This design comes from an exercise in tuning for small area on the open sky130 flow, not from production work.
At most, simulation tests tie the RTL to the original design; equivalence was not proved.
Only the layout flow was run in runs 3 and 4; the RTL was not checked for function there.
No activity file was given, so power comes from the tool's default toggle rates.

**flow/design.v**
```verilog
`default_nettype none
package chol_types_pkg;
  typedef logic signed [16-1:0] sample_t;
  typedef logic signed [32-1:0] word_t;
  typedef logic signed [2*32-1:0] wide_t;
  typedef enum logic [1:0] {
    IDLE,     
    DOT,      
    DIVIDE,   
    ROOT      
  } solve_phase_t;
endpackage
`default_nettype wire
`default_nettype none
package chol_mem_pkg;
  typedef logic [$clog2(4)-1:0] em_idx_t;
  typedef logic [$clog2((4 * (4 + 1) / 2))-1:0] tri_addr_t;
  typedef enum logic [1:0] {
    SOLVER,
    GRAM,
    READOUT
  } req_id_t;
endpackage
`default_nettype wire
`timescale 1ns/1ps
`default_nettype none
module chol_update_top (
  input  logic                    clk,
  input  logic                    rst,
  input  logic                    start,
  input  chol_mem_pkg::em_idx_t   row_k,
  input  chol_types_pkg::sample_t u_sample,
  input  chol_types_pkg::sample_t vec_sample,
  input  logic                    sample_valid,
  input  logic                    rd_req,
  input  chol_mem_pkg::em_idx_t   rd_row,
  input  chol_mem_pkg::em_idx_t   rd_col,
  output logic                    band_req,
  output chol_mem_pkg::em_idx_t   band_col,
  output logic [$clog2(8)-1:0]      band_idx,
  output chol_types_pkg::word_t   rd_data,
  output logic                    rd_valid,
  output logic                    busy,
  output logic                    done
);
  localparam logic [3:0] ST_IDLE = 4'd0,
                         ST_REQ  = 4'd1,    
                         ST_WAIT = 4'd2,    
                         ST_MAC  = 4'd3,    
                         ST_LDA  = 4'd4,    
                         ST_MUL  = 4'd5,    
                         ST_LDD  = 4'd6,    
                         ST_NEG1 = 4'd7,    
                         ST_DIV  = 4'd8,
                         ST_NEG2 = 4'd9,    
                         ST_SQI  = 4'd10,   
                         ST_SQ   = 4'd11,
                         ST_WR   = 4'd12,   
                         ST_XF   = 4'd13;   
  logic [3:0]   st;
  logic [5:0]   cnt;
  logic [1:0]   k_r, j_r, m_r;
  logic [2:0]   b_r;
  logic [1:0]   hr, hc;
  logic         neg;
  logic [319:0] ring;
  logic [31:0]  acc;
  logic [32:0]  p;
  logic [31:0]  x;
  logic         c;
  logic         mb_r;   
  logic [1:0] hr_n, hc_n;
  logic [1:0] rsel, csel;
  logic       hit;
  assign hr_n = (hc == hr) ? hr + 2'd1 : hr;
  assign hc_n = (hc == hr) ? 2'd0 : hc + 2'd1;
  assign rsel = (st == ST_LDA || st == ST_LDD) ? j_r : k_r;
  assign csel = (st == ST_LDD || st == ST_WR) ? j_r : m_r;
  assign hit  = (hr == rsel) && (hc == csel);
  assign rd_data = ring[31:0];
  logic is_mac, is_mul, is_div, is_sq, is_dsq, is_mm;
  logic zp, mbit, en, sub, abit;
  logic [32:0] a_in, xs, b_in, sum;
  logic        qbit;
  assign is_mac = (st == ST_MAC);
  assign is_mul = (st == ST_MUL);
  assign is_div = (st == ST_DIV);
  assign is_sq  = (st == ST_SQ);
  assign is_dsq = is_div || is_sq;
  assign is_mm  = is_mac || is_mul;
  assign zp   = (cnt == 6'd0);
  assign abit = acc[31] && (cnt < 6'd32);
  assign mbit = is_mac ? x[16] : mb_r;
  logic a_r, a_l;
  assign a_r = !is_dsq && !zp;   
  assign a_l =  is_dsq && !zp;   
  assign a_in = ({33{a_r}} & {p[32], p[32:1]}) | ({33{a_l}} & {p[31:0], 1'b0}) |
                {32'd0, is_dsq && abit};
  assign en   = is_dsq ? (is_div || cnt[0]) : (mbit && (cnt < (is_mac ? 6'd16 : 6'd32)));
  assign sub  = is_dsq ? (zp || !p[32]) : (cnt == (is_mac ? 6'd15 : 6'd31));
  assign xs   = ({33{is_mac}} & {{17{x[15]}}, x[15:0]}) | ({33{!is_mac}} & {x[31], x});
  assign b_in = ({33{en}} & (xs ^ {33{sub}})) | {31'd0, is_sq && en, 1'b0};
  logic [16:0] cy;
  assign cy[0] = en && sub;
  genvar gi;
  generate for (gi = 0; gi < 16; gi++) begin : g_rc
    assign sum[gi] = a_in[gi] ^ b_in[gi] ^ cy[gi];
    assign cy[gi+1] = (a_in[gi] & b_in[gi]) | (cy[gi] & (a_in[gi] ^ b_in[gi]));
  end endgenerate
  assign sum[32:16] = a_in[32:16] + b_in[32:16] + {16'd0, cy[16]};
  assign qbit = !sum[32] && !(is_sq && neg);
  logic sa, sy, scin, ss, scout;
  logic ser_first;
  always_comb begin
    sa = acc[0];
    sy = p[0];
    scin = c;
    ser_first = 1'b0;
    case (st)
      ST_MAC: begin
        ser_first = (cnt == 6'd1);
        if (b_r == 3'd0) sa = 1'b0;   
      end
      ST_MUL: begin
        ser_first = (cnt == 6'd17);
        sy = !p[0];
      end
      default: begin   
        ser_first = (cnt == 6'd0);
        sa = !acc[0];
        sy = 1'b0;
      end
    endcase
    if (ser_first) scin = (st != ST_MAC);
    ss    = sa ^ sy ^ scin;
    scout = (sa & sy) | (sa & scin) | (sy & scin);
  end
  logic mul_go;
  logic mul_ser;
  assign mul_go  = (cnt >= 6'd32) || hit;
  assign mul_ser = (cnt >= 6'd17);
  logic x_samp, x_ring, x_shl, x_q, x_en_hi, x_en_lo;
  assign x_samp  = (st == ST_WAIT) && sample_valid;
  assign x_ring  = (st == ST_LDA || st == ST_LDD) && hit;
  assign x_shl   = (st == ST_SQI) || (st == ST_XF) || (is_sq && cnt[0]);
  assign x_q     = is_sq && qbit;
  assign x_en_lo = x_samp || x_ring || x_shl;
  assign x_en_hi = x_en_lo || is_mac;
  logic ring_wr, ring_rot;
  assign ring_wr  = (st == ST_WR) && hit;
  assign ring_rot = is_mul && hit && (cnt < 6'd32);
  logic acc_ser, acc_shl;
  assign acc_ser = (is_mac && cnt != 6'd0) || (is_mul && mul_go && mul_ser) ||
                   st == ST_NEG1 || st == ST_NEG2;
  assign acc_shl = is_dsq || st == ST_XF;   
  always_ff @(posedge clk) begin
    ring <= {ring[31:0], ring[319:64],
             ({32{ring_wr}} & acc) | ({32{ring_rot}} & {ring[32], ring[63:33]}) |
             ({32{!ring_wr && !ring_rot}} & ring[63:32])};
    mb_r <= ring[64];
    if (acc_ser || acc_shl) acc <= ({32{acc_ser}} & {ss, acc[31:1]}) |
                                   ({32{acc_shl}} & {acc[30:0], is_div ? qbit : x[31]});
    if (acc_ser) c <= scout;
    if (is_mac || (is_mul && mul_go) || is_dsq) p <= sum;
    if (x_en_hi) x[31:16] <= ({16{x_samp}} & vec_sample) | ({16{x_ring}} & ring[63:48]) |
                             ({16{is_mac}} & {1'b0, x[31:17]}) | ({16{x_shl}} & x[30:15]);
    if (x_en_lo) x[15:0]  <= ({16{x_samp}} & u_sample) | ({16{x_ring}} & ring[47:32]) |
                             ({16{x_shl}} & {x[14:2], x_q, 2'b01});
    if ((st == ST_LDD && hit) || (st == ST_SQI && cnt == 6'd0)) neg <= acc[31];
  end
  assign band_req = (st == ST_REQ);
  assign band_col = j_r;
  assign band_idx = b_r;
  always_ff @(posedge clk) begin
    if (rst) begin
      st       <= ST_IDLE;
      cnt      <= '0;
      k_r      <= '0;
      j_r      <= '0;
      m_r      <= '0;
      b_r      <= '0;
      hr       <= '0;
      hc       <= '0;
      busy     <= 1'b0;
      done     <= 1'b0;
      rd_valid <= 1'b0;
    end else begin
      hr       <= hr_n;
      hc       <= hc_n;
      rd_valid <= rd_req && !rd_valid &&
                  ((rd_row == hr && rd_col == hc) || (rd_row == hc && rd_col == hr));
      done     <= 1'b0;
      if (done) busy <= 1'b0;
      cnt <= cnt + 6'd1;
      case (st)
        ST_IDLE: begin
          if (start && !busy) begin
            busy <= 1'b1;
            k_r  <= row_k;
            j_r  <= '0;
            b_r  <= '0;
            st   <= ST_REQ;
          end
        end
        ST_REQ: st <= ST_WAIT;
        ST_WAIT: begin
          cnt <= '0;
          if (sample_valid) st <= ST_MAC;
        end
        ST_MAC: begin
          if (cnt == 6'd32) begin
            b_r <= b_r + 3'd1;
            m_r <= '0;
            cnt <= '0;
            if (b_r != 3'd7) st <= ST_REQ;
            else if (j_r != 2'd0) st <= ST_LDA;
            else if (j_r == k_r) st <= ST_SQI;
            else st <= ST_LDD;
          end
        end
        ST_LDA: begin
          cnt <= '0;
          if (hit) st <= ST_MUL;
        end
        ST_MUL: begin
          if (!mul_go) cnt <= cnt;
          else if (cnt == 6'd48) begin
            cnt <= '0;
            m_r <= m_r + 2'd1;
            if (m_r + 2'd1 != j_r) st <= ST_LDA;
            else if (j_r == k_r) st <= ST_SQI;
            else st <= ST_LDD;
          end
        end
        ST_LDD: begin
          cnt <= '0;
          if (hit) st <= acc[31] ? ST_NEG1 : ST_DIV;
        end
        ST_NEG1: if (cnt == 6'd31) begin
          cnt <= '0;
          st  <= ST_DIV;
        end
        ST_DIV: if (cnt == 6'd47) begin
          cnt <= '0;
          st  <= neg ? ST_NEG2 : ST_WR;
        end
        ST_NEG2: if (cnt == 6'd31) st <= ST_WR;
        ST_SQI: if (cnt == 6'd29) begin
          cnt <= '0;
          st  <= ST_SQ;
        end
        ST_SQ: if (cnt == 6'd47) begin
          cnt <= '0;
          st  <= ST_XF;
        end
        ST_XF: if (cnt == 6'd29) st <= ST_WR;
        ST_WR: begin
          if (hit) begin
            if (j_r == k_r) begin
              done <= 1'b1;
              st   <= ST_IDLE;
            end else begin
              j_r <= j_r + 2'd1;
              b_r <= '0;
              st  <= ST_REQ;
            end
          end
        end
        default: st <= ST_IDLE;
      endcase
    end
  end
endmodule
`default_nettype wire
```
**flow/flow/run.sh**
```bash
#!/bin/bash
# Standard ORFS layout (unchanged synthesis, floorplan, placement, routing)
# with two changes: ports get the smallest buffer (buf_1) instead of the
# default clkdlybuf4s50_1, and the clock tree uses clkbuf_4 leaf buffers on
# small sink clusters under a clkbuf_16 root, without dummy loads.
set -o pipefail
export BUFFER_PORTS_ARGS="-buffer_cell sky130_fd_sc_hd__buf_1"
export CTS_ARGS="-sink_clustering_enable -repair_clock_nets -dont_use_dummy_load -buf_list sky130_fd_sc_hd__clkbuf_4 -root_buf sky130_fd_sc_hd__clkbuf_16 -sink_clustering_size 10 -sink_clustering_max_diameter 45"
bash standard.sh > standard.log 2>&1
```
**flow/standard.sh**
```bash
#!/bin/bash
# synth_recipe.tcl (not shown) runs the flow's synth.tcl, then flattens the netlist and writes it again
# the make line also repeats each setting of config.mk as NAME=value (left out here)
make -C /OpenROAD-flow-scripts/flow DESIGN_CONFIG=/design/flow/config.mk WORK_HOME=/design/flow/orfs CLKGATE_MAP_FILE= SYNTH_SCRIPT=/design/flow/synth_recipe.tcl "${@:-finish}"
```
**flow/config.mk**
```make
export PLATFORM = sky130hd
export DESIGN_NAME = chol_update_top
export DESIGN_NICKNAME = chol_update_top
export VERILOG_FILES = /design/flow/design.v
export SDC_FILE = /design/flow/constraint.sdc
export NUM_CORES = 4
export LEC_CHECK = 0
export CAP_MARGIN = 20
export CORE_MARGIN = 2
export CORE_UTILIZATION = 40
export SLEW_MARGIN = 20
```
**flow/constraint.sdc**
```tcl
create_clock -name core_clock -period 12.0 [get_ports {clk}]
set_input_delay 2.4000 -clock core_clock [delete_from_list [all_inputs] [get_ports {clk}]]
set_output_delay 2.4000 -clock core_clock [all_outputs]
set_load 0.01 [all_outputs]
```
==> flow_summary.json, run 1 <==
{
  "crit_type": "reg2reg",
  "max_stage_delay_ns": 0.62,
  "end_kind": "register",
  "synthesis.area_um2": 15400,
  "ys_warn_count": 1,
  "path_clk_slew_ns": 0.09,
  "grt_pass1_vias": 9549,
  "drive_gt1_frac": 0.0710,
  "post_cts_buffers": 0,
  "drt-wirelength-per-cell_um": 17.2,
  "cp.buffers_inverters": 3,
  "cts_htree_levels": 2,
  "ctsHoldBuffers": 0,
  "regToRegSetupSlack_ns": 0.76,
  "die_w_um": 200,
  "hold_viol_final": 0,
  "synthDistinctLibCells": 69,
  "wl_um": 32600,
  "timing.rr.start": "st[1]",
  "cp_common_cell": "fa_1",
  "synth_nets": 1406,
  "p_leak_nw": 6.46,
  "finalNetCount": 1466,
  "hold_end": "ring[67]",
  "dp_hpwl_um": 22300,
  "rsz0062_at_grt": "false",
  "ant_nets": 0,
  "fmax_mhz": 89.0,
  "fillers": 3592,
  "vias": 9714,
  "die_area_um2": 40100,
  "clkLatencyLatePin_ns": 0.54,
  "antenna_found_initial": 0,
  "fin_crit_ns": 11.24,
  "rows": 71,
  "grt_max_degree": 35,
  "root_buffer": "clkbuf_16",
  "dr.pass1.iters": 6,
  "reg2reg_to": "acc[0]",
  "start_kind": "register",
  "cts_buffer_depth": 3,
  "cpMaxStageDelayCell": "nor4bb_4",
  "fin_hold_ws_ns": 0.304,
  "max-slew-margin-rel": 0.375,
  "start_util": 0.408,
  "vdd_drop_max_v": 0.0000989,
  "grt-ovfl-total": 0,
  "ys_seq_elements": 445,
  "maxCapViolations": 0,
  "dr.first_iter.drc_count": 976,
  "synth_edf_count": 99,
  "drv_slew": 0,
  "final.setup_skew_ns": 0.0599,
  "avgSynthCellArea_um2": 11.6,
  "fin_crit_sh": 0.937,
  "via_per_inst": 5.14,
  "holdCritStartpoint": "ring[99]",
  "worst_slew_pin_slew_ns": 0.937,
  "n_antenna_cell": 0,
  "min_path_cells": 0,
  "fin_setup_tns_ns": 0,
  "worstPathArrival_ns": 11.49,
  "track_usage": 0.161,
  "finalWeightedCongestion": 0.856,
  "numCtsBuffers": 58,
  "ioPinCount": 84,
  "reg2reg_depth": 32,
  "cp_max_fo": 27,
  "async_flop_share": 0,
  "drc_errors": 0,
  "cts.sinks": 445,
  "netlist_instances": 1322,
  "core_um2": 37800,
  "setup_viol": 0,
  "hold_class": "reg2reg",
  "seq_area_frac_synth": 0.643,
  "grt_first_pass_wirelength_um": 51800,
  "numPortBuffers": 83,
  "synthFlopType": "dfxtp_1",
  "area_delta_synth_final_pct": 7.48,
  "crit_required_ns": 12.25,
  "critical-path-top-delay-family": "adder cells",
  "status": "complete, no violations",
  "power_density_nw_per_um2": 170,
  "cts_tree": "done",
  "die_h_um": 200
}
area by class of cell:
cell class              count  area [um^2]  share of cell area
clock buffers              58          523              0.0316
inverters                  41          154             0.00930
multi-input cells         731         4850               0.293
well taps                 511          639              0.0386
repair buffers            105          477              0.0288
flip-flops and latches    445         9900               0.598
timing repair:
action / in CTS / in global routing
gates resized for setup: 0 / 1
endpoints found under the setup margin: 0 / 3
hold endpoints to repair: 0 / 0
worst reg2reg max path: cells and delay by family, from the launching register on:
| kind | cells | cell delay (ns) |
|---|---|---|
| DFF | 1 | 0.57 |
| xor gates and xnor gates | 3 | 0.51 |
| AOI/OAI and AO/OA | 7 | 1.54 |
| buffers and inverters | 3 | 0.61 |
| and+or+nand+nor | 2 | 0.75 |
| adders and majority gates | 17 | 7.03 |
per-stage QoR:
step	setup WS (ns)	instances	instance area (um^2)	util	total power (W)
3_3_place_gp	0.698	1833	16000	0.424	0.00211
2_1_floorplan	1.21	1322	15400	-	0.00199
4_1_cts	0.542	1891	16500	0.438	0.00285
3_5_place_dp	0.552	1833	16000	0.424	0.00211
6_report	0.758	1891	16500	0.438	0.00282
5_1_grt	0.0692	1891	16500	0.438	0.00297
synth_stat cells, drive strengths merged, types with 3 or more instances:
cell,n,area (um^2)
mux2i,11,110
nor3,10,50.1
a32oi,3,26.3
a31oi,4,25.0
o22ai,5,45.0
xnor2,43,384
or2,4,25.0
or4,4,30.0
buf,51,330
clkbuf,54,203
nand3,13,65.1
nor2,67,251
nor4b,3,26.3
o21bai,3,22.5
a211oi,6,45.0
nand4,8,50.1
o21ai,28,140
nor2b,15,93.8
xor2,25,219
nor3b,3,27.5
dfxtp,346,6930
fa,19,380
inv,41,154
o31ai,3,22.5
o21a,5,37.5
a21oi,82,410
and3,3,18.8
a22oi,35,263
a21o,8,60.1
edfxtp,99,2970
nand2b,18,113
nand2,179,672
a22o,33,289
a222oi,29,290
ha,22,275
and2,6,37.5
per-layer routing:
layer | GRT usage | share of wire | vias to the layer above
met5 | 0 | 0 | -
met3 | 0.0312 | 0.052 | 100
met4 | 0.0869 | 0.045 | 0
met1 | 0.210 | 0.45 | 4650
li1 | - | - | 4676
met2 | 0.253 | 0.46 | 288
logic make-up after synthesis:
family | after synthesis | synth area share
AO/OA/AOI/OAI | 267 | 0.122
multiplexers | 13 | 0.00886
XOR/XNOR | 68 | 0.0392
flip-flops | 445 | 0.643
buffers and inverters | 146 | 0.0446
AND/OR/NAND/NOR | 342 | 0.0996
adder cells (fa/ha/maj) | 41 | 0.0426
flip-flops by register name, indices dropped and copies added, names as in the netlist, 2 cells and up:
register / count
acc: 32
b_r: 3
cnt: 6
hc: 2
hr: 2
j_r: 2
k_r: 2
m_r: 2
p: 33
ring: 320
st: 4
x: 32
worst max-delay path by stage:
stage           start     end  slack [ns]  cells after the start
2_1_floorplan  cnt[0]  acc[0]        1.21                     36
3_3_place_gp   cnt[0]  acc[0]        0.70                     34
3_5_place_dp   cnt[0]  acc[0]        0.55                     34
4_1_cts        cnt[0]  acc[0]        0.54                     34
5_1_grt         st[1]  acc[0]        0.07                     32
6_report        st[1]  acc[0]        0.76                     32
cell usage in the layout (no fill, tap or decap), drive strengths merged, types with 4 or more instances in the layout:
master  instances
xor2           25
a211oi          6
a22o           33
mux2i          11
clkbuf         58
nand3          13
ha             22
a21oi          82
dfxtp         346
or2             4
nor2b          15
a222oi         29
nor3           10
nand2         179
nand4           8
a31oi           4
xnor2          43
a22oi          35
o21a            5
inv            41
a21o            8
nor2           67
buf           105
o21ai          28
or4             4
fa             19
edfxtp         99
o22ai           5
and2            6
nand2b         18
where the power goes:
part           total [W]  switching, W  internal [W]
Sequential       0.00166     0.0000565       0.00161
Combinational   0.000419      0.000261      0.000158
Clock           0.000732      0.000452      0.000281
==> inputs of run 2 (changes only) <==
==> flow/flow/run.sh (replaced) <==
#!/bin/bash
# Standard ORFS layout (unchanged synthesis, floorplan, placement, routing)
# with two changes: ports get the smallest buffer (buf_1) instead of the
# default clkdlybuf4s50_1, and the clock tree uses clkbuf_4 leaf buffers on
# small sink clusters under a clkbuf_16 root, without dummy loads.
set -o pipefail
export BUFFER_PORTS_ARGS="-buffer_cell sky130_fd_sc_hd__buf_1"
export CTS_ARGS="-sink_clustering_enable -repair_clock_nets -dont_use_dummy_load -buf_list sky130_fd_sc_hd__clkbuf_4 -root_buf sky130_fd_sc_hd__clkbuf_8 -tree_buf sky130_fd_sc_hd__clkbuf_8 -sink_clustering_size 10 -sink_clustering_max_diameter 45"
bash standard.sh > standard.log 2>&1
==> run 2 against run 1 <==
Against the previous run:
- wire length grew 0.29%
- critical endpoint unchanged
- global-route usage about the same
- critical path depth stayed put
- clock-buffer cell count is the same
==> flow_summary.json, run 2 <==
{
  "dr.first_iter.drc_count": 866,
  "clkLatencyLatePin_ns": 0.60,
  "max_stage_delay_ns": 0.62,
  "hold_class": "reg2reg",
  "cpMaxStageDelayCell": "nor4bb_4",
  "ioPinCount": 84,
  "n_antenna_cell": 0,
  "start_kind": "register",
  "final_common_cell": "dfxtp_1",
  "fmax_mhz": 88.8,
  "multiInputGateArea_um2": 4850,
  "ant_nets": 0,
  "ys_warn_count": 1,
  "status": "complete, no violations",
  "numPortBuffers": 83,
  "async_flop_share": 0,
  "cp_max_fo": 27,
  "cts_htree_levels": 2,
  "seqCellArea_um2": 9900,
  "fillers": 3598,
  "max-slew-margin-rel": 0.374,
  "final_cell_mix": "346 x dfxtp_1, 179 x nand2_1, 99 x edfxtp_1",
  "ys_top_cells_by_count": "346 x dfxtp_1, 179 x nand2_1, 99 x edfxtp_1",
  "grt_pass1_vias": 9514,
  "vdd_drop_max_v": 0.0000993,
  "dp_hpwl_um": 22300,
  "drv_slew": 0,
  "numCtsBuffers": 58,
  "ys_seq_elements": 445,
  "rsz0062_at_grt": "false",
  "via_per_inst": 5.14,
  "start_util": 0.408,
  "core_um2": 37800,
  "seq_area_frac_synth": 0.643,
  "avgSynthCellArea_um2": 11.6,
  "grt_max_degree": 35,
  "vias": 9711,
  "cts_tree": "done",
  "finalWeightedCongestion": 0.856,
  "dr.pass1.iters": 7,
  "netlist_instances": 1322,
  "die_area_um2": 40100,
  "fin_hold_ws_ns": 0.303,
  "synth.top_cell.area_share": 0.450,
  "worst_slew_pin_slew_ns": 0.939,
  "p_leak_nw": 6.43,
  "maxCapViolations": 0,
  "drt-wirelength-per-cell_um": 17.3,
  "placed_area_um2": 16000,
  "drc_errors": 0,
  "path_clk_slew_ns": 0.09,
  "crit_required_ns": 12.31,
  "cp_common_cell": "fa_1",
  "fin_crit_ns": 11.26,
  "fin_setup_tns_ns": 0,
  "stdcell_area_um2": 16500,
  "synth.most_common_cell": "dfxtp_1",
  "synthDistinctLibCells": 69,
  "worstPathArrival_ns": 11.57,
  "finalNetCount": 1466,
  "track_usage": 0.161,
  "synth_nets": 1406,
  "netlist_top_cells_area": "dfxtp_1 45%, edfxtp_1 19%, nand2_1 4.4%",
  "root_buffer": "clkbuf_8",
  "die_h_um": 200,
  "crit_type": "reg2reg",
  "wl_um": 32700,
  "drive_gt1_frac": 0.0710,
  "die_w_um": 200,
  "rows": 71,
  "largest_register": "ring",
  "yosysTopAreaCell": "dfxtp_1",
  "post_cts_buffers": 0,
  "hold_viol_final": 0,
  "cts_buffer_depth": 3,
  "reg_top3": "ring (320), p (33)",
  "power_density_nw_per_um2": 168,
  "cts.sinks": 445,
  "area_delta_synth_final_pct": 7.11,
  "fin_crit_sh": 0.938,
  "grt_first_pass_wirelength_um": 51800,
  "antenna_found_initial": 0,
  "grt-ovfl-total": 0,
  "synth_edf_count": 99,
  "synthesis.area_um2": 15400,
  "end_kind": "register",
  "synthFlopType": "dfxtp_1",
  "setup_viol": 0,
  "final.setup_skew_ns": 0.0611,
  "largest_reg_flops": 320
}
==> run 2: cell counts after synthesis <==
No cell type changed its count.
==> run 2: final timing paths <==
check,to,slack [ns],from,depth (start not counted)
max,acc[0],0.74,st[1],32
min,ring[67],0.30,ring[99],0
max reg2reg,acc[0],0.74,st[1],32
min reg2reg,ring[67],0.30,ring[99],0
==> run 2: metal layers <==
layer | track usage | wire, um | part of all wire
met2 | 0.256 | 15000 | 0.46
met5 | 0 | 0 | 0
met3 | 0.0306 | 1540 | 0.047
met4 | 0.0794 | 1330 | 0.041
met1 | 0.210 | 14800 | 0.45
==> run 2: cells by family after synthesis <==
kind of cell / after synthesis / share of synthesized area
AO/OA/AOI/OAI: 267 / 0.122
XOR/XNOR: 68 / 0.0392
adder cells (fa/ha/maj): 41 / 0.0426
buffers and inverters: 146 / 0.0446
flip-flops: 445 / 0.643
multiplexers: 13 / 0.00886
AND/OR/NAND/NOR: 342 / 0.0996
==> run 2: power breakdown <==
| part | internal (W) | switching (W) |
|---|---|---|
| Clock | 0.000242 | 0.000447 |
| Sequential | 0.00161 | 0.0000571 |
| Combinational | 0.000158 | 0.000262 |
==> run 2: critical path: cells and delay by family, from the launching register on <==
kind / cells / cell delay (ns)
buffers and inverters: 3 / 0.60
DFF: 1 / 0.57
and+or+nand+nor: 2 / 0.75
adders and majority gates: 17 / 7.04
xor gates and xnor gates: 3 / 0.50
AOI/OAI and AO/OA: 7 / 1.54
==> run 2: layout make-up <==
class,instances,area share
flip-flops and latches,445,0.600
repair buffers,105,0.0289
inverters,41,0.00933
multi-input cells,731,0.294
well taps,511,0.0388
clock buffers,58,0.0283
==> run 2: through the flow <==
step | setup slack, ns | power (W) | utilization | std cells
floorplan | 1.21 | 0.00199 | - | 1322
global placement | 0.698 | 0.00211 | 0.424 | 1833
detailed placement | 0.552 | 0.00211 | 0.424 | 1833
CTS | 0.555 | 0.00281 | 0.437 | 1891
global route | 0.0723 | 0.00292 | 0.437 | 1891
finish | 0.743 | 0.00277 | 0.437 | 1891
==> run 2: timing repair <==
item,in CTS,in global routing
gates resized for setup,0,1
hold buffers,0,0
setup endpoints to repair,0,3
==> inputs of run 3 (changes only) <==
--- a/flow/design.v
+++ b/flow/design.v
@@ -45,17 +45,17 @@
 );
   localparam logic [3:0] ST_IDLE = 4'd0,
                          ST_REQ  = 4'd1,    
-                         ST_WAIT = 4'd2,    
-                         ST_MAC  = 4'd3,    
+                         ST_WAIT = 4'd6,    
+                         ST_MAC  = 4'd2,    
                          ST_LDA  = 4'd4,    
-                         ST_MUL  = 4'd5,    
-                         ST_LDD  = 4'd6,    
-                         ST_NEG1 = 4'd7,    
+                         ST_MUL  = 4'd3,    
+                         ST_LDD  = 4'd5,    
+                         ST_NEG1 = 4'd10,    
                          ST_DIV  = 4'd8,
-                         ST_NEG2 = 4'd9,    
-                         ST_SQI  = 4'd10,   
-                         ST_SQ   = 4'd11,
-                         ST_WR   = 4'd12,   
+                         ST_NEG2 = 4'd11,    
+                         ST_SQI  = 4'd12,   
+                         ST_SQ   = 4'd9,
+                         ST_WR   = 4'd7,   
                          ST_XF   = 4'd13;   
   logic [3:0]   st;
   logic [5:0]   cnt;
==> run 3 against run 2 <==
Against the previous run:
- maximum frequency decreased by 0.44%
- clock power down 2%
- clock skew shrank 0.017 ns
- synthesized cell count decreased by 1.5%
- still clean
- cell count shrank 1.0%
- clock-buffer cell count shrank 2
- sequential power grew 17%
- setup slack lost 0.050 ns
- sequential share of layout area rose by 0.28 points
- total power rose by 34%
==> flow_summary.json, run 3 <==
{
  "status": "complete, no violations",
  "grt-ovfl-total": 0,
  "crit_type": "reg2reg",
  "grt_max_degree": 38,
  "netlist_instances": 1302,
  "cpMaxStageDelayCell": "or4b_4",
  "setup_viol": 0,
  "yosys.area_share.simple": 0.102,
  "reg_top3": "ring (320), p (33)",
  "finalNetCount": 1447,
  "synth_xor_area_frac": 0.0366,
  "seq_area_frac_synth": 0.646,
  "drv_slew": 0,
  "wl_um": 30700,
  "avgSynthCellArea_um2": 11.8,
  "rsz0062_at_grt": "false",
  "synthDistinctLibCells": 76,
  "max-slew-margin-rel": 0.403,
  "rows": 71,
  "worst_slew_pin_slew_ns": 0.895,
  "synthesis.area_um2": 15300,
  "fin_setup_tns_ns": 0,
  "netlist_top_cells_area": "dfxtp_1 45%, edfxtp_1 19%, nand2_1 4.6%",
  "maxCapViolations": 0,
  "synth_top_family_by_area": "compound AO/OA/AOI/OAI gates",
  "yosysTopAreaCell": "dfxtp_1",
  "fin_hold_ws_ns": 0.270,
  "use_met2": 0.242,
  "final_cell_mix": "346 x dfxtp_1, 188 x nand2_1, 99 x edfxtp_1",
  "fmax_mhz": 88.4,
  "min_path_cells": 0,
  "antenna_found_initial": 1,
  "synth_nets": 1386,
  "dp_hpwl_um": 21400,
  "n_antenna_cell": 0,
  "dr.first_iter.drc_count": 822,
  "ioPinCount": 84,
  "vias": 9461,
  "ant_nets": 0,
  "grt-busiest-layer": "met2",
  "start_kind": "register",
  "crit_required_ns": 12.32,
  "layout_setup_ws_ns": 0.694,
  "end_kind": "register",
  "grt_first_pass_wirelength_um": 47700,
  "vdd_drop_max_v": 0.000107,
  "area_delta_synth_final_pct": 7.07,
  "synth_edf_count": 99,
  "numCtsBuffers": 56,
  "finalWeightedCongestion": 0.866,
  "hold_viol_final": 0,
  "die_area_um2": 39900,
  "die_h_um": 200,
  "post_cts_resized": 0,
  "fin_crit_ns": 11.31,
  "largest_reg_flops": 320,
  "reg2reg_depth": 36,
  "ys_warn_count": 1,
  "cp_max_fo": 6,
  "synth.most_common_cell": "dfxtp_1",
  "synthFlopType": "dfxtp_1",
  "power_density_nw_per_um2": 227,
  "cts_tree": "done",
  "synth-compound-area-share": 0.124,
  "hold_class": "reg2reg",
  "p_leak_nw": 6.45,
  "async_flop_share": 0,
  "worstPathArrival_ns": 11.63,
  "grt_use_met1": 0.215,
  "cp_common_cell": "fa_1",
  "start_util": 0.407,
  "ys_seq_elements": 445,
  "ctsHoldBuffers": 0,
  "placed_area_um2": 16000,
  "total_power_w": 0.00373,
  "cts_htree_levels": 2,
  "pre_cts_ws_ns": 0.608,
  "post_cts_buffers": 0,
  "final.setup_skew_ns": 0.0446,
  "cts.sinks": 445,
  "core_um2": 37700,
  "die_w_um": 200,
  "synth.top_cell.area_share": 0.452,
  "drive_gt1_frac": 0.0735,
  "drc_errors": 0,
  "grt_pass1_vias": 8757,
  "dr.pass1.iters": 8,
  "via_per_inst": 5.05,
  "largest_register": "ring",
  "synth_fa_ha_area_frac": 0.0428,
  "use_met3": 0.0282,
  "fin_crit_sh": 0.942,
  "final_common_cell": "dfxtp_1",
  "drt-wirelength-per-cell_um": 16.4,
  "path_clk_slew_ns": 0.09,
  "max_stage_delay_ns": 0.50,
  "clkLatencyLatePin_ns": 0.57,
  "ys_top_cells_by_count": "346 x dfxtp_1, 188 x nand2_1, 99 x edfxtp_1",
  "root_buffer": "clkbuf_8",
  "track_usage": 0.154,
  "stdcell_area_um2": 16400,
  "numPortBuffers": 83,
  "synthMuxAreaShare": 0.00588,
  "cts_buffer_depth": 3
}
## run 3: cell type report
type	count	area, um^2
repair buffers	104	469
clock buffers	56	452
fillers	3617	21300
multi-input cells	718	4810
well taps	511	639
inverters	38	143
flip-flops and latches	445	9900
## run 3: worst paths after layout
| check | start | slack (ns) | to |
|---|---|---|---|
| max reg2reg | cnt[0] | 0.69 | acc[0] |
| min reg2reg | ring[285] | 0.27 | ring[253] |
| max | cnt[0] | 0.69 | acc[0] |
| min | ring[285] | 0.27 | ring[253] |
## run 3: cells by family after synthesis
kind of cell / Yosys count
DFF: 445
and+or+nand+nor: 337
AOI/OAI and AO/OA: 267
buffers and inverters: 139
xor gates and xnor gates: 64
adders and majority gates: 41
muxes: 9
## run 3: through the flow
step	std cells	util
6_report	1872	0.436
5_1_grt	1872	0.436
4_1_cts	1872	0.436
3_5_place_dp	1816	0.424
3_3_place_gp	1816	0.424
2_1_floorplan	1302	-
## run 3: per-layer routing
metal  wire [um]  vias up
met1       14400     4550
met5           0        -
li1            -     4614
met4         843        0
met2       13900      245
met3        1610       52
## run 3: power breakdown
| group | leakage (nW) | total, W | switching (W) | internal (W) |
|---|---|---|---|---|
| logic | 2.45 | 0.00111 | 0.000698 | 0.000409 |
| clock network | 0.271 | 0.000675 | 0.000440 | 0.000235 |
| registers | 3.73 | 0.00194 | 0.000136 | 0.00181 |
## run 3: critical path, delay by kind of cell (launching register included)
family          cells  cell delay [ns]
fa+ha+maj          19             7.62
xor+xnor            3             0.63
flops               1             0.37
simple gates        4             0.84
buf+inv             4             0.38
compound gates      6             1.22
==> inputs of run 4 (changes only) <==
==> flow/flow/run.sh (replaced) <==
#!/bin/bash
# Standard ORFS layout (unchanged synthesis, floorplan, placement, routing)
# with two changes: ports get the smallest buffer (buf_1) instead of the
# default clkdlybuf4s50_1, and the clock tree uses clkbuf_4 leaf buffers on
# small sink clusters under a clkbuf_16 root, without dummy loads.
set -o pipefail
export BUFFER_PORTS_ARGS="-buffer_cell sky130_fd_sc_hd__buf_1"
export CTS_ARGS="-sink_clustering_enable -repair_clock_nets -dont_use_dummy_load -buf_list sky130_fd_sc_hd__clkbuf_4 -root_buf sky130_fd_sc_hd__clkbuf_16 -sink_clustering_size 10 -sink_clustering_max_diameter 45"
bash standard.sh > standard.log 2>&1
==> run 4 against run 3 <==
Against the previous run:
- still clean
- register-to-register slack is essentially flat
- setup slack lost 0.010 ns
- maximum frequency is essentially flat
- combinational power is essentially flat
- wire length grew 0.24%
- critical path type unchanged
- highest routed layer unchanged
==> flow_summary.json, run 4 <==
{
  "max-slew-margin-rel": 0.398,
  "power_density_nw_per_um2": 229,
  "worstPathArrival_ns": 11.57,
  "cts_htree_levels": 2,
  "area_delta_synth_final_pct": 7.44,
  "cp_common_cell": "fa_1",
  "reg2reg_to": "acc[0]",
  "path_clk_slew_ns": 0.09,
  "p_seq_frac": 0.516,
  "post_cts_buffers": 0,
  "final_cell_mix": "346 x dfxtp_1, 188 x nand2_1, 99 x edfxtp_1",
  "dr.first_iter.drc_count": 786,
  "avgSynthCellArea_um2": 11.8,
  "vias": 9490,
  "synthFlopType": "dfxtp_1",
  "track_usage": 0.154,
  "crit_required_ns": 12.25,
  "fmax_mhz": 88.4,
  "wl_um": 30800,
  "cp_max_fo": 6,
  "critical-path-top-delay-family": "adder cells",
  "maxCapViolations": 0,
  "finalWeightedCongestion": 0.866,
  "finalNetCount": 1447,
  "clkLatencyLatePin_ns": 0.51,
  "ys_top_cells_by_count": "346 x dfxtp_1, 188 x nand2_1, 99 x edfxtp_1",
  "grt_first_pass_wirelength_um": 47700,
  "netlist_instances": 1302,
  "hold_end": "ring[253]",
  "max_stage_delay_ns": 0.50,
  "synth.top_cell.area_share": 0.452,
  "timing.rr.start": "cnt[0]",
  "p_int_w": 0.00249,
  "status": "complete, no violations",
  "comb_power_share": 0.295,
  "drv_slew": 0,
  "synth_xor_area_frac": 0.0366,
  "cp.buffers_inverters": 4,
  "ant_nets": 0,
  "drc_errors": 0,
  "yosys.area_share.simple": 0.102,
  "ys_warn_count": 1,
  "end_kind": "register",
  "drive_gt1_frac": 0.0735,
  "numPortBuffers": 83,
  "p_switching_w": 0.00128,
  "fin_crit_ns": 11.32,
  "synth_edf_count": 99,
  "fin_crit_sh": 0.943,
  "hold_class": "reg2reg",
  "rsz0062_at_grt": "false",
  "clock_power_share": 0.190,
  "synth.most_common_cell": "dfxtp_1",
  "ctsHoldBuffers": 0,
  "grt_max_degree": 38,
  "synthMuxAreaShare": 0.00588,
  "drt-wirelength-per-cell_um": 16.5,
  "reg2reg_depth": 36,
  "final_common_cell": "dfxtp_1",
  "largest_reg_flops": 320,
  "cpMaxStageDelayCell": "or4b_4",
  "setup_viol": 0,
  "p_leak_nw": 6.47,
  "synthDistinctLibCells": 76,
  "holdCritStartpoint": "ring[285]",
  "start_util": 0.407,
  "total_power_w": 0.00377,
  "die_area_um2": 39900,
  "yosysTopAreaCell": "dfxtp_1",
  "stdcell_area_um2": 16500,
  "dr.pass1.iters": 8,
  "via_per_inst": 5.07,
  "dp_hpwl_um": 21400,
  "die_w_um": 200,
  "min_path_cells": 0,
  "n_antenna_cell": 0,
  "seq_area_frac_synth": 0.646,
  "regToRegSetupSlack_ns": 0.68,
  "crit_type": "reg2reg",
  "vdd_drop_max_v": 0.000107,
  "synth-compound-area-share": 0.124,
  "synth_top_family_by_area": "compound AO/OA/AOI/OAI gates",
  "grt_pass1_vias": 8778,
  "fin_setup_tns_ns": 0,
  "antenna_found_initial": 1,
  "root_buffer": "clkbuf_16",
  "start_kind": "register",
  "placed_area_um2": 16000,
  "largest_register": "ring",
  "ys_seq_elements": 445,
  "grt-ovfl-total": 0,
  "post_cts_resized": 0,
  "synth_nets": 1386,
  "ioPinCount": 84,
  "worst_slew_pin_slew_ns": 0.902,
  "hold_viol_final": 0,
  "core_um2": 37700,
  "cts_buffer_depth": 3,
  "netlist_top_cells_area": "dfxtp_1 45%, edfxtp_1 19%, nand2_1 4.6%",
  "synthesis.area_um2": 15300,
  "synth_fa_ha_area_frac": 0.0428,
  "rows": 71,
  "die_h_um": 200,
  "cts_tree": "done",
  "final.setup_skew_ns": 0.0446,
  "reg_top3": "ring (320), p (33)",
  "numCtsBuffers": 56,
  "cts.sinks": 445,
  "switching_share": 0.339,
  "fillers": 3612,
  "async_flop_share": 0
}
[run 4: power groups by stage]
stage / combinational (W) / sequential (W) / clock [W]
after floorplan: 0.000862 / 0.00191 / 0
after global placement: 0.00109 / 0.00197 / 0
after detailed placement: 0.00111 / 0.00197 / 0
after CTS: 0.00111 / 0.00194 / 0.000758
after global routing: 0.00124 / 0.00196 / 0.000809
final: 0.00111 / 0.00194 / 0.000715
[run 4: kinds of logic (layout without fill, tap and decap cells)]
group	after synthesis	after routing
flops	445	445
simple gates	337	337
compound gates	267	267
buf+inv	139	198
xor+xnor	64	64
fa+ha+maj	41	41
mux	9	9
[run 4: routing by layer]
layer  wire length, um  up-vias  GRT usage
met2             13900      268      0.241
met4               809        0     0.0571
met5                 0        -          0
li1                  -     4620          -
met1             14300     4547      0.215
met3              1820       55     0.0289
[run 4: final cells by class]
| cell class | instances | area, um^2 | area share |
|---|---|---|---|
| tap | 511 | 639 | 0.0388 |
| sequential | 445 | 9900 | 0.601 |
| clock buffer | 56 | 508 | 0.0308 |
| timing repair buffer | 104 | 469 | 0.0285 |
| inverter | 38 | 143 | 0.00866 |
| multi-input combinational | 718 | 4810 | 0.292 |
[run 4: how the worst max path moves through the flow]
stage	startpoint	to	slack (ns)	depth (start not counted)
2_1_floorplan	cnt[0]	acc[0]	0.89	37
3_3_place_gp	cnt[0]	acc[0]	0.79	36
3_5_place_dp	cnt[0]	acc[0]	0.61	36
4_1_cts	cnt[0]	acc[0]	0.62	36
5_1_grt	cnt[0]	acc[0]	0.13	36
6_report	cnt[0]	acc[0]	0.68	36
[run 4: stage by stage]
step,utilization,hold WS (ns),instances,setup WS (ns)
detailed placement,0.424,0.312,1816,0.608
floorplan,-,0.310,1302,0.887
global route,0.437,0.284,1872,0.127
finish,0.437,0.270,1872,0.683
global placement,0.424,0.310,1816,0.794
CTS,0.437,0.269,1872,0.618
==> inputs of run 5 (changes only) <==
--- a/flow/design.v
+++ b/flow/design.v
@@ -56,7 +56,8 @@
                          ST_SQI  = 4'd12,   
                          ST_SQ   = 4'd9,
                          ST_WR   = 4'd7,   
-                         ST_XF   = 4'd13;   
+                         ST_XF   = 4'd13,   
+                         ST_DONE = 4'd14;
   logic [3:0]   st;
   logic [5:0]   cnt;
   logic [1:0]   k_r, j_r, m_r;
@@ -169,6 +170,8 @@
     if ((st == ST_LDD && hit) || (st == ST_SQI && cnt == 6'd0)) neg <= acc[31];
   end
   assign band_req = (st == ST_REQ);
+  assign busy     = (st != ST_IDLE);
+  assign done     = (st == ST_DONE);
   assign band_col = j_r;
   assign band_idx = b_r;
   always_ff @(posedge clk) begin
@@ -181,21 +184,16 @@
       b_r      <= '0;
       hr       <= '0;
       hc       <= '0;
-      busy     <= 1'b0;
-      done     <= 1'b0;
       rd_valid <= 1'b0;
     end else begin
       hr       <= hr_n;
       hc       <= hc_n;
       rd_valid <= rd_req && !rd_valid &&
                   ((rd_row == hr && rd_col == hc) || (rd_row == hc && rd_col == hr));
-      done     <= 1'b0;
-      if (done) busy <= 1'b0;
       cnt <= cnt + 6'd1;
       case (st)
         ST_IDLE: begin
-          if (start && !busy) begin
-            busy <= 1'b1;
+          if (start) begin
             k_r  <= row_k;
             j_r  <= '0;
             b_r  <= '0;
@@ -257,8 +255,7 @@
         ST_WR: begin
           if (hit) begin
             if (j_r == k_r) begin
-              done <= 1'b1;
-              st   <= ST_IDLE;
+              st   <= ST_DONE;
             end else begin
               j_r <= j_r + 2'd1;
               b_r <= '0;
@@ -266,7 +263,7 @@
             end
           end
         end
-        default: st <= ST_IDLE;
+        default: st <= ST_IDLE;   
       endcase
     end
   end
==> flow/flow/run.sh (replaced) <==
#!/bin/bash
# Standard ORFS layout (unchanged synthesis, floorplan, placement, routing)
# with two changes: ports get the smallest buffer (buf_1) instead of the
# default clkdlybuf4s50_1, and the clock tree uses clkbuf_4 leaf buffers on
# small sink clusters under a clkbuf_16 root, without dummy loads.
set -o pipefail
export BUFFER_PORTS_ARGS="-buffer_cell sky130_fd_sc_hd__buf_1"
export CTS_ARGS="-sink_clustering_enable -repair_clock_nets -dont_use_dummy_load -buf_list sky130_fd_sc_hd__clkbuf_4 -root_buf sky130_fd_sc_hd__clkbuf_8 -tree_buf sky130_fd_sc_hd__clkbuf_8 -sink_clustering_size 10 -sink_clustering_max_diameter 45"
bash standard.sh > standard.log 2>&1
==> run 5 against run 4 <==
Against the previous run:
- cell count rose by 0.53%
- clock power fell by 6.0%
- largest power group unchanged
- non-clock buffer count fell by 1
- still clean
- core utilization fell by 0.23 points
- synthesized cell count rose by 0.69%
- sequential share of layout area rose by 0.072 points
- sequential power barely moved
- flip-flop and latch count fell by 2
- global-route usage rose by 0.46 points
- critical path type unchanged
==> flow_summary.json, run 5 <==
{
  "dr.first_iter.drc_count": 663,
  "start_util": 0.407,
  "synthFlopType": "dfxtp_1",
  "grt_pass1_vias": 9113,
  "clock_power_share": 0.189,
  "final_cell_mix": "344 x dfxtp_1, 190 x nand2_1, 99 x edfxtp_1",
  "cp_max_fo": 7,
  "final_common_cell": "dfxtp_1",
  "grt-ovfl-total": 0,
  "ioPinCount": 84,
  "rows": 71,
  "synth_nets": 1395,
  "ys_warn_count": 1,
  "synthDistinctLibCells": 71,
  "drv_slew": 0,
  "drt-wirelength-per-cell_um": 16.3,
  "async_flop_share": 0,
  "root_buffer": "clkbuf_8",
  "netlist_top_cells_area": "dfxtp_1 45%, edfxtp_1 19%, nand2_1 4.7%",
  "synth_edf_count": 99,
  "comb_power_share": 0.264,
  "fin_crit_ns": 11.29,
  "hold_class": "reg2reg",
  "fmax_mhz": 88.6,
  "fin_util": 0.435,
  "avgSynthCellArea_um2": 11.7,
  "clkLatencyLatePin_ns": 0.59,
  "post_cts_buffers": 0,
  "timing.rr.start": "cnt[0]",
  "regToRegSetupSlack_ns": 0.71,
  "p_int_w": 0.00239,
  "cts_tree": "done",
  "die_w_um": 200,
  "p_leak_nw": 6.41,
  "end_kind": "register",
  "reg_top3": "ring (320), p (33)",
  "ant_nets": 0,
  "p_seq_frac": 0.547,
  "max-slew-margin-rel": 0.302,
  "cts_buffer_depth": 3,
  "numPortBuffers": 83,
  "track_usage": 0.159,
  "largest_reg_flops": 320,
  "path_clk_slew_ns": 0.09,
  "status": "complete, no violations",
  "die_h_um": 200,
  "via_per_inst": 5.00,
  "fin_crit_sh": 0.941,
  "final_cells": 1882,
  "synthesis.area_um2": 15300,
  "vias": 9402,
  "maxCapViolations": 0,
  "setup_viol": 0,
  "crit_type": "reg2reg",
  "hold_viol_final": 0,
  "switching_share": 0.330,
  "fin_setup_tns_ns": 0,
  "dp_hpwl_um": 21300,
  "placed_area_um2": 15900,
  "ys_top_cells_by_count": "344 x dfxtp_1, 190 x nand2_1, 99 x edfxtp_1",
  "synth.top_cell.area_share": 0.450,
  "area_delta_synth_final_pct": 6.95,
  "drc_errors": 0,
  "dr.pass1.iters": 7,
  "numCtsBuffers": 56,
  "n_antenna_cell": 0,
  "worst_slew_pin_slew_ns": 1.05,
  "antenna_found_initial": 0,
  "core_um2": 37700,
  "ys_seq_elements": 443,
  "grt_max_degree": 35,
  "cpMaxStageDelayCell": "dfxtp_1",
  "power_density_nw_per_um2": 217,
  "netlist_instances": 1311,
  "holdCritStartpoint": "ring[316]",
  "cts.sinks": 443,
  "rsz0062_at_grt": "false",
  "start_kind": "register",
  "final.setup_skew_ns": 0.0437,
  "vdd_drop_max_v": 0.000109,
  "grt_first_pass_wirelength_um": 49100,
  "p_switching_w": 0.00118,
  "reg2reg_to": "acc[0]",
  "finalNetCount": 1457,
  "cts_htree_levels": 2,
  "numPlacedInstances": 1826,
  "wl_um": 30700,
  "reg2reg_depth": 35,
  "stdcell_area_um2": 16400,
  "cp_common_cell": "fa_1",
  "min_path_cells": 0,
  "finalWeightedCongestion": 0.842,
  "worstPathArrival_ns": 11.62,
  "max_stage_delay_ns": 0.48,
  "drive_gt1_frac": 0.0744,
  "die_area_um2": 39900,
  "hold_end": "ring[284]",
  "seq_area_frac_synth": 0.644,
  "yosysTopAreaCell": "dfxtp_1",
  "crit_required_ns": 12.33,
  "largest_register": "ring",
  "synth.most_common_cell": "dfxtp_1"
}
-- run 5: cell count changes after synthesis, sizes merged, moves of 4 or more --
cell    change
a211oi      -4
a21oi       -5
a22oi       -4
clkbuf      -4
nand2b      -5
nand3       +6
nand4       +5
nor2        +5
nor2b       -4
o31ai       +5
or2         +4
-- run 5: logic make-up (layout without fill, tap and decap cells) --
family,Yosys count,count (layout),share of synthesized area
and+or+nand+nor,348,348,0.102
xor gates and xnor gates,65,65,0.0381
AOI/OAI and AO/OA,264,264,0.122
adders and majority gates,41,41,0.0428
DFF,443,443,0.644
muxes,10,10,0.00670
buffers and inverters,140,200,0.0448
-- run 5: power by group through the flow --
stage | clock [W] | combinational [W] | sequential (W)
2_1_floorplan | 0 | 0.000732 | 0.00192
5_1_grt | 0.000773 | 0.00106 | 0.00197
3_3_place_gp | 0 | 0.000933 | 0.00198
4_1_cts | 0.000714 | 0.000947 | 0.00195
3_5_place_dp | 0 | 0.000940 | 0.00198
6_report | 0.000672 | 0.000941 | 0.00195
-- run 5: worst max-delay path by stage --
stage | startpoint | endpoint | slack, ns | cells after the start
2_1_floorplan | cnt[0] | acc[0] | 1.04 | 37
3_3_place_gp | cnt[0] | acc[0] | 0.65 | 35
3_5_place_dp | cnt[0] | x[2] | 0.45 | 35
4_1_cts | cnt[0] | acc[0] | 0.42 | 35
5_1_grt | cnt[0] | acc[0] | 0.08 | 35
6_report | cnt[0] | acc[0] | 0.71 | 35
-- run 5: repair_timing --
item | in CTS | in global routing
gates resized for setup | 0 | 2
hold buffers | 0 | 0
setup endpoints to repair | 0 | 2
-- run 5: area by class of cell --
type                            instances  area, um^2
Clock buffer                           56         452
Fill cell                            3581       21300
Inverter                               41         154
Multi-Input combinational cell        728        4820
Sequential cell                       443        9860
Tap cell                              511         639
Timing Repair Buffer                  103         462
-- run 5: worst max-delay path, delay by kind of cell (launching register included) --
family                     cells  cell delay [ns]
adders and majority gates     19             7.75
and+or+nand+nor                6             1.14
AOI/OAI and AO/OA              5             1.01
DFF                            1             0.48
xor gates and xnor gates       2             0.42
buffers and inverters          3             0.24
-- run 5: per-stage QoR --
stage                     total power (W)  worst slack [ns]  hold slack, ns
final                             0.00356             0.713           0.280
after global routing              0.00380            0.0756           0.285
after CTS                         0.00361             0.417           0.276
after detailed placement          0.00292             0.454           0.312
after global placement            0.00291             0.651           0.310
after floorplan                   0.00265              1.04           0.310
-- run 5: metal layers --
layer | share of wire | GRT usage | vias up | routed length [um]
met5 | 0 | 0 | - | 0
met4 | 0.028 | 0.0636 | 0 | 864
met3 | 0.057 | 0.0366 | 53 | 1740
met2 | 0.45 | 0.242 | 234 | 13700
met1 | 0.47 | 0.219 | 4457 | 14400
li1 | - | - | 4658 | -
==> inputs of run 6 (changes only) <==
==> flow/flow/run.sh (replaced) <==
#!/bin/bash
# Standard ORFS layout (unchanged synthesis, floorplan, placement, routing)
# with two changes: ports get the smallest buffer (buf_1) instead of the
# default clkdlybuf4s50_1, and the clock tree uses clkbuf_4 leaf buffers on
# small sink clusters under clkbuf_8 root and tree buffers, without dummy
# loads.
set -o pipefail
export BUFFER_PORTS_ARGS="-buffer_cell sky130_fd_sc_hd__buf_1"
export CTS_ARGS="-sink_clustering_enable -repair_clock_nets -dont_use_dummy_load -buf_list sky130_fd_sc_hd__clkbuf_4 -root_buf sky130_fd_sc_hd__clkbuf_8 -tree_buf sky130_fd_sc_hd__clkbuf_8 -sink_clustering_size 10 -sink_clustering_max_diameter 45"
bash standard.sh > standard.log 2>&1
==> run 6 against run 5 <==
Against the previous run:
- still clean on timing, DRC and antenna
- wire length unchanged
- first-iteration DRC count unchanged
- clock skew unchanged
- die area unchanged
- cell count unchanged
- critical endpoint unchanged
==> flow_summary.json, run 6 <==
{
  "status": "complete, no violations",
  "ys_seq_elements": 443,
  "drive_gt1_frac": 0.0744,
  "met3_wirelength_um": 1740,
  "vias": 9402,
  "dp_hpwl_um": 21300,
  "wl_um": 30700,
  "path_clk_slew_ns": 0.09,
  "yosysTopAreaCell": "dfxtp_1",
  "timing.rr.start": "cnt[0]",
  "synth_fa_ha_area_frac": 0.0428,
  "synthesis.area_um2": 15300,
  "power_density_nw_per_um2": 217,
  "cts_htree_levels": 2,
  "ctsHoldBuffers": 0,
  "grt-ovfl-total": 0,
  "ant_nets": 0,
  "met2_length_um": 13700,
  "end_kind": "register",
  "layout_setup_ws_ns": 0.713,
  "cts_tree": "done",
  "cts_buffer_depth": 3,
  "cpMaxStageDelayCell": "dfxtp_1",
  "start_util": 0.407,
  "cp_max_fo": 7,
  "setup_viol": 0,
  "worstPathArrival_ns": 11.62,
  "die_w_um": 200,
  "reg2reg_depth": 35,
  "rows": 71,
  "grt_first_pass_wirelength_um": 49100,
  "crit_type": "reg2reg",
  "fmax_mhz": 88.6,
  "crit_path_start": "cnt[0]",
  "final_common_cell": "dfxtp_1",
  "start_kind": "register",
  "area_delta_synth_final_pct": 6.95,
  "top_layer": "met4",
  "final.setup_skew_ns": 0.0437,
  "max_stage_delay_ns": 0.48,
  "numPortBuffers": 83,
  "reg_top3": "ring (320), p (33)",
  "drv_slew": 0,
  "cp-endpoint": "acc[0]",
  "cts.sinks": 443,
  "netlist_instances": 1311,
  "grt_max_degree": 35,
  "n_antenna_cell": 0,
  "finalWeightedCongestion": 0.842,
  "drc_errors": 0,
  "seq_area_frac_synth": 0.644,
  "crit_required_ns": 12.33,
  "max-slew-margin-rel": 0.302,
  "track_usage": 0.159,
  "synth_xor_area_frac": 0.0381,
  "final_cell_mix": "344 x dfxtp_1, 190 x nand2_1, 99 x edfxtp_1",
  "synth.top_cell.area_share": 0.450,
  "worst_slew_pin_slew_ns": 1.05,
  "reg2reg_to": "acc[0]",
  "synth-compound-area-share": 0.122,
  "maxCapViolations": 0,
  "pre_cts_ws_ns": 0.454,
  "antenna_found_initial": 0,
  "regToRegSetupSlack_ns": 0.71,
  "fin_crit_sh": 0.941,
  "numCtsBuffers": 56,
  "synth_edf_count": 99,
  "async_flop_share": 0,
  "clkLatencyLatePin_ns": 0.59,
  "avgSynthCellArea_um2": 11.7,
  "grt_pass1_vias": 9113,
  "drt-wirelength-per-cell_um": 16.3,
  "synthDistinctLibCells": 71,
  "ys_warn_count": 1,
  "synthFlopType": "dfxtp_1",
  "root_buffer": "clkbuf_8",
  "die_h_um": 200,
  "fillers": 3581,
  "dr.pass1.iters": 7,
  "p_leak_nw": 6.41,
  "finalNetCount": 1457,
  "hold_class": "reg2reg",
  "dr.first_iter.drc_count": 663,
  "via_per_inst": 5.00,
  "met1_length_um": 14400,
  "largest_register": "ring",
  "core_um2": 37700,
  "rsz0062_at_grt": "false",
  "ioPinCount": 84,
  "cp_common_cell": "fa_1",
  "hold_viol_final": 0,
  "netlist_top_cells_area": "dfxtp_1 45%, edfxtp_1 19%, nand2_1 4.7%",
  "synthMuxAreaShare": 0.00670,
  "largest_reg_flops": 320,
  "die_area_um2": 39900,
  "fin_setup_tns_ns": 0,
  "ys_top_cells_by_count": "344 x dfxtp_1, 190 x nand2_1, 99 x edfxtp_1",
  "vdd_drop_max_v": 0.000109,
  "yosys.area_share.simple": 0.102,
  "synth.most_common_cell": "dfxtp_1",
  "synth_top_family_by_area": "compound AO/OA/AOI/OAI gates",
  "synth_nets": 1395,
  "fin_crit_ns": 11.29
}
run 6: cell families after synthesis:
family | Yosys count
compound gates | 264
flops | 443
simple gates | 348
xor+xnor | 65
buf+inv | 140
fa+ha+maj | 41
mux | 10
run 6: worst min path at each step:
stage	end	cells after the start	startpoint	slack, ns
floorplan	ring[100]	0	ring[132]	0.31
global placement	ring[109]	0	ring[141]	0.31
detailed placement	ring[109]	0	ring[141]	0.31
CTS	ring[284]	0	ring[316]	0.28
global route	ring[284]	0	ring[316]	0.29
finish	ring[284]	0	ring[316]	0.28
run 6: power breakdown:
group	internal, W	switching, W	leakage (nW)
Sequential	0.00181	0.000136	3.71
Combinational	0.000338	0.000603	2.43
Clock	0.000235	0.000436	0.271
Total	0.00239	0.00118	6.41
run 6: area by class of cell:
cell class / count / area, um^2 / area share
tap: 511 / 639 / 0.0390
clock buffer: 56 / 452 / 0.0276
timing repair buffer: 103 / 462 / 0.0282
inverter: 41 / 154 / 0.00939
multi-input combinational: 728 / 4820 / 0.294
sequential: 443 / 9860 / 0.602
run 6: through the flow:
step / std cells / hold WS, ns / util / area (um^2) / power, W
floorplan: 1311 / 0.310 / - / 15300 / 0.00265
global placement: 1826 / 0.310 / 0.423 / 15900 / 0.00291
finish: 1882 / 0.280 / 0.435 / 16400 / 0.00356
detailed placement: 1826 / 0.312 / 0.423 / 15900 / 0.00292
CTS: 1882 / 0.276 / 0.435 / 16400 / 0.00361
global route: 1882 / 0.285 / 0.435 / 16400 / 0.00380
run 6: routing by layer:
layer	GRT usage	up-vias
li1	-	4658
met1	0.219	4457
met2	0.242	234
met3	0.0366	53
met4	0.0636	0
met5	0	-
run 6: worst max-delay path, delay by kind of cell (launching register included):
kind / cells / cell delay, ns
AOI/OAI and AO/OA: 5 / 1.01
DFF: 1 / 0.48
xor gates and xnor gates: 2 / 0.42
and+or+nand+nor: 6 / 1.14
buffers and inverters: 3 / 0.24
adders and majority gates: 19 / 7.75
run 6: repair_timing:
action,in CTS,in global routing
gates resized for setup,0,2
setup buffers,0,0
endpoints found under the hold margin,0,0
endpoints found under the setup margin,0,2
==> inputs of run 7 (changes only) <==
--- a/flow/design.v
+++ b/flow/design.v
@@ -114,17 +114,17 @@
   logic ser_first;
   always_comb begin
     sa = acc[0];
-    sy = p[0];
+    sy = sum[0];   
     scin = c;
     ser_first = 1'b0;
     case (st)
       ST_MAC: begin
-        ser_first = (cnt == 6'd1);
+        ser_first = (cnt == 6'd0);
         if (b_r == 3'd0) sa = 1'b0;   
       end
       ST_MUL: begin
-        ser_first = (cnt == 6'd17);
-        sy = !p[0];
+        ser_first = (cnt == 6'd16);
+        sy = !sum[0];
       end
       default: begin   
         ser_first = (cnt == 6'd0);
@@ -139,7 +139,7 @@
   logic mul_go;
   logic mul_ser;
   assign mul_go  = (cnt >= 6'd32) || hit;
-  assign mul_ser = (cnt >= 6'd17);
+  assign mul_ser = (cnt >= 6'd16);
   logic x_samp, x_ring, x_shl, x_q, x_en_hi, x_en_lo;
   assign x_samp  = (st == ST_WAIT) && sample_valid;
   assign x_ring  = (st == ST_LDA || st == ST_LDD) && hit;
@@ -151,7 +151,7 @@
   assign ring_wr  = (st == ST_WR) && hit;
   assign ring_rot = is_mul && hit && (cnt < 6'd32);
   logic acc_ser, acc_shl;
-  assign acc_ser = (is_mac && cnt != 6'd0) || (is_mul && mul_go && mul_ser) ||
+  assign acc_ser = is_mac || (is_mul && mul_go && mul_ser) ||
                    st == ST_NEG1 || st == ST_NEG2;
   assign acc_shl = is_dsq || st == ST_XF;   
   always_ff @(posedge clk) begin
@@ -206,7 +206,7 @@
           if (sample_valid) st <= ST_MAC;
         end
         ST_MAC: begin
-          if (cnt == 6'd32) begin
+          if (cnt == 6'd31) begin
             b_r <= b_r + 3'd1;
             m_r <= '0;
             cnt <= '0;
@@ -222,7 +222,7 @@
         end
         ST_MUL: begin
           if (!mul_go) cnt <= cnt;
-          else if (cnt == 6'd48) begin
+          else if (cnt == 6'd47) begin
             cnt <= '0;
             m_r <= m_r + 2'd1;
             if (m_r + 2'd1 != j_r) st <= ST_LDA;
==> flow/flow/run.sh (replaced) <==
#!/bin/bash
# Standard ORFS layout (unchanged synthesis, floorplan, placement, routing)
# with two changes: ports get the smallest buffer (buf_1) instead of the
# default clkdlybuf4s50_1, and the clock tree uses clkbuf_4 leaf buffers on
# small sink clusters under a clkbuf_16 root, without dummy loads.
set -o pipefail
export BUFFER_PORTS_ARGS="-buffer_cell sky130_fd_sc_hd__buf_1"
export CTS_ARGS="-sink_clustering_enable -repair_clock_nets -dont_use_dummy_load -buf_list sky130_fd_sc_hd__clkbuf_4 -root_buf sky130_fd_sc_hd__clkbuf_8 -tree_buf sky130_fd_sc_hd__clkbuf_8 -sink_clustering_size 10 -sink_clustering_max_diameter 45"
bash standard.sh > standard.log 2>&1
==> run 7 against run 6 <==
Against the previous run:
- largest power group unchanged
- maximum frequency fell by 0.51%
- clock power fell by 1%
- sequential power rose by 2%
- non-clock buffer count rose by 4
- critical endpoint is now x[2]
- first-iteration DRC count fell by 14%
- setup slack got worse by 0.057 ns
==> flow_summary.json, run 7 <==
{
  "status": "complete, no violations",
  "power_density_nw_per_um2": 226,
  "netlist_instances": 1288,
  "seq_area_frac_synth": 0.651,
  "synth-compound-area-share": 0.120,
  "final.setup_skew_ns": 0.0709,
  "seqCellArea_um2": 9860,
  "grt_pass1_vias": 8964,
  "grt_max_degree": 37,
  "drive_gt1_frac": 0.0751,
  "synthMuxAreaShare": 0.00603,
  "ioPinCount": 84,
  "grt_first_pass_wirelength_um": 48900,
  "synth_top_family_by_area": "compound AO/OA/AOI/OAI gates",
  "die_area_um2": 39400,
  "timing.rr.start": "st[2]",
  "fin_crit_ns": 11.34,
  "n_antenna_cell": 0,
  "area_delta_synth_final_pct": 7.24,
  "die_h_um": 199,
  "cp-endpoint": "x[2]",
  "cts_tree": "done",
  "p_int_w": 0.00245,
  "final_cell_mix": "343 x dfxtp_1, 192 x nand2_1, 99 x edfxtp_1",
  "ys_seq_elements": 443,
  "vdd_drop_max_v": 0.000104,
  "multiInputGateArea_um2": 4670,
  "grt-ovfl-total": 0,
  "reg_top3": "ring (320), p (33)",
  "p_seq_frac": 0.542,
  "synth_xor_area_frac": 0.0376,
  "numCtsBuffers": 55,
  "hold_class": "reg2reg",
  "track_usage": 0.159,
  "p_switching_w": 0.00122,
  "clkLatencyLatePin_ns": 0.59,
  "rsz0062_at_grt": "false",
  "cp_max_fo": 12,
  "synthDistinctLibCells": 64,
  "placed_area_um2": 15800,
  "hold_viol_final": 0,
  "stdcell_area_um2": 16200,
  "netlist_top_cells_area": "dfxtp_1 45%, edfxtp_1 20%, nand2_1 4.8%",
  "antenna_found_initial": 0,
  "maxCapViolations": 0,
  "numPortBuffers": 83,
  "die_w_um": 199,
  "yosysTopAreaCell": "dfxtp_1",
  "path_clk_slew_ns": 0.10,
  "comb_power_share": 0.277,
  "synth_fa_ha_area_frac": 0.0433,
  "drt-wirelength-per-cell_um": 16.6,
  "fin_crit_sh": 0.945,
  "rows": 71,
  "ant_nets": 0,
  "synth.most_common_cell": "dfxtp_1",
  "cp_common_cell": "fa_1",
  "wl_um": 30900,
  "post_cts_buffers": 0,
  "cts_buffer_depth": 3,
  "worst_slew_pin_slew_ns": 0.803,
  "cts.sinks": 443,
  "via_per_inst": 4.98,
  "ys_warn_count": 1,
  "finalNetCount": 1431,
  "start_kind": "register",
  "drc_errors": 0,
  "reg2reg_depth": 34,
  "max-slew-margin-rel": 0.465,
  "final_common_cell": "dfxtp_1",
  "setup_viol": 0,
  "clock_power_share": 0.181,
  "fin_setup_tns_ns": 0,
  "p_leak_nw": 6.31,
  "synth_nets": 1372,
  "worstPathArrival_ns": 11.69,
  "cts_htree_levels": 2,
  "root_buffer": "clkbuf_8",
  "max_stage_delay_ns": 0.68,
  "drv_slew": 0,
  "finalWeightedCongestion": 0.838,
  "regToRegSetupSlack_ns": 0.66,
  "end_kind": "register",
  "fillers": 3610,
  "dr.pass1.iters": 8,
  "avgSynthCellArea_um2": 11.8,
  "cpMaxStageDelayCell": "or4b_2",
  "dp_hpwl_um": 21500,
  "crit_required_ns": 12.35,
  "core_um2": 37500,
  "synth.top_cell.area_share": 0.455,
  "largest_reg_flops": 320,
  "synthesis.area_um2": 15100,
  "crit_type": "reg2reg",
  "switching_share": 0.332,
  "reg2reg_to": "x[2]",
  "start_util": 0.404,
  "synth_edf_count": 99,
  "vias": 9237,
  "async_flop_share": 0,
  "largest_register": "ring",
  "crit_path_start": "st[2]",
  "fmax_mhz": 88.2,
  "yosys.area_share.simple": 0.0977,
  "ys_top_cells_by_count": "344 x dfxtp_1, 192 x nand2_1, 99 x edfxtp_1",
  "synthFlopType": "dfxtp_1",
  "dr.first_iter.drc_count": 572,
  "fin_util": 0.433
}
-- run 7: changes by cell type after synthesis, moves of 5 or more --
cell      before  now
buf_2         12    7
xnor2_1       39   56
or3_1          7    2
a211oi_1       4   10
xor2_1        24    9
clkbuf_1      46   59
nand4_1        5    0
a21oi_1       83   74
nand2b_1       7   12
o21ai_0       25   19
o41ai_1        0    5
a22oi_1       32   37
a31oi_1        7    2
-- run 7: cells by family after synthesis --
family,Yosys count
flip-flops,443
AND/OR/NAND/NOR,336
AO/OA/AOI/OAI,252
buffers and inverters,142
XOR/XNOR,65
adder cells (fa/ha/maj),41
multiplexers,9
-- run 7: routing by layer --
layer  share of wire  track usage
met1            0.47        0.221
met2            0.44        0.240
met3           0.057       0.0307
met4           0.039       0.0727
met5               0            0
-- run 7: what timing repair did --
item | in CTS | in global routing
setup endpoints to repair | 0 | 4
gates resized for setup | 0 | 2
hold buffers | 0 | 0
-- run 7: cell type report --
type                    count  share of cell area
inverters                  37             0.00855
repair buffers            107              0.0303
clock buffers              55              0.0273
well taps                 511              0.0394
multi-input cells         703               0.287
flip-flops and latches    443               0.607
-- run 7: how the worst min path moves through the flow --
stage                     startpoint         to  slack [ns]  cells past startpoint
after floorplan            ring[132]  ring[100]        0.31                      0
after global placement     ring[229]  ring[197]        0.31                      0
after detailed placement   ring[141]  ring[109]        0.31                      0
after CTS                  ring[244]  ring[212]        0.32                      0
after global routing       ring[116]   ring[84]        0.32                      0
final                      ring[254]  ring[222]        0.31                      0
-- run 7: per-stage QoR --
stage | cells | setup WS [ns] | hold WS, ns | total power [W]
6_report | 1856 | 0.656 | 0.309 | 0.00366
5_1_grt | 1856 | 0.0250 | 0.322 | 0.00390
4_1_cts | 1856 | 0.480 | 0.323 | 0.00371
3_5_place_dp | 1801 | 0.546 | 0.312 | 0.00303
3_3_place_gp | 1801 | 0.779 | 0.309 | 0.00301
2_1_floorplan | 1288 | 0.775 | 0.310 | 0.00273
-- run 7: critical path, delay by kind of cell, from the launching register on --
kind	cells	cell delay [ns]
compound gates	5	1.22
buf+inv	3	0.23
simple gates	7	1.49
fa+ha+maj	18	7.55
xor+xnor	1	0.17
flops	1	0.48
-- run 7: power groups by stage --
stage          logic [W]  registers [W]  clock network, W
3_5_place_dp     0.00102        0.00202                 0
2_1_floorplan   0.000784        0.00195                 0
6_report         0.00101        0.00199          0.000664
4_1_cts          0.00102        0.00199          0.000702
5_1_grt          0.00113        0.00201          0.000760
3_3_place_gp    0.000994        0.00201                 0

## afterwards: timing with drivers on the ports
How much do the figures lean on ideal ports? The routed layouts below were timed once more, with nothing changed but the port constraints. Step 1: set_driving_cell puts a clkbuf_16 on clk and a buf_2 on each other input, an assumption about the parent block. Step 2 times the ports against the registers' clock, not the clock port: input delays grow and output delays shrink by t, the midpoint of the rising clock arrivals with the driver on. a / b / c = no drivers / after step 1 / after step 2; a / b = the first two.
run | t, ns | setup WS [ns] | worst hold slack (ns) | worst setup path after step 2 | cell pins on the clock port's net
run 1 | 0.557 | 0.758 / 0.758 / 0.758 | 0.304 / 0.304 / 0.304 | register to register | 1
run 2 | 0.615 | 0.743 / 0.743 / 0.743 | 0.303 / 0.303 / 0.303 | register to register | 1
run 3 | 0.606 | 0.694 / 0.694 / 0.694 | 0.270 / 0.270 / 0.270 | register to register | 1
run 4 | 0.546 | 0.683 / 0.683 / 0.683 | 0.270 / 0.270 / 0.270 | register to register | 1
run 5 | 0.633 | 0.713 / 0.713 / 0.713 | 0.280 / 0.280 / 0.280 | register to register | 1
run 6 | 0.633 | 0.713 / 0.713 / 0.713 | 0.280 / 0.280 / 0.280 | register to register | 1
run 7 | 0.603 | 0.656 / 0.656 / 0.656 | 0.309 / 0.309 / 0.309 | register to register | 1
After both steps setup and hold are still met in every run listed.
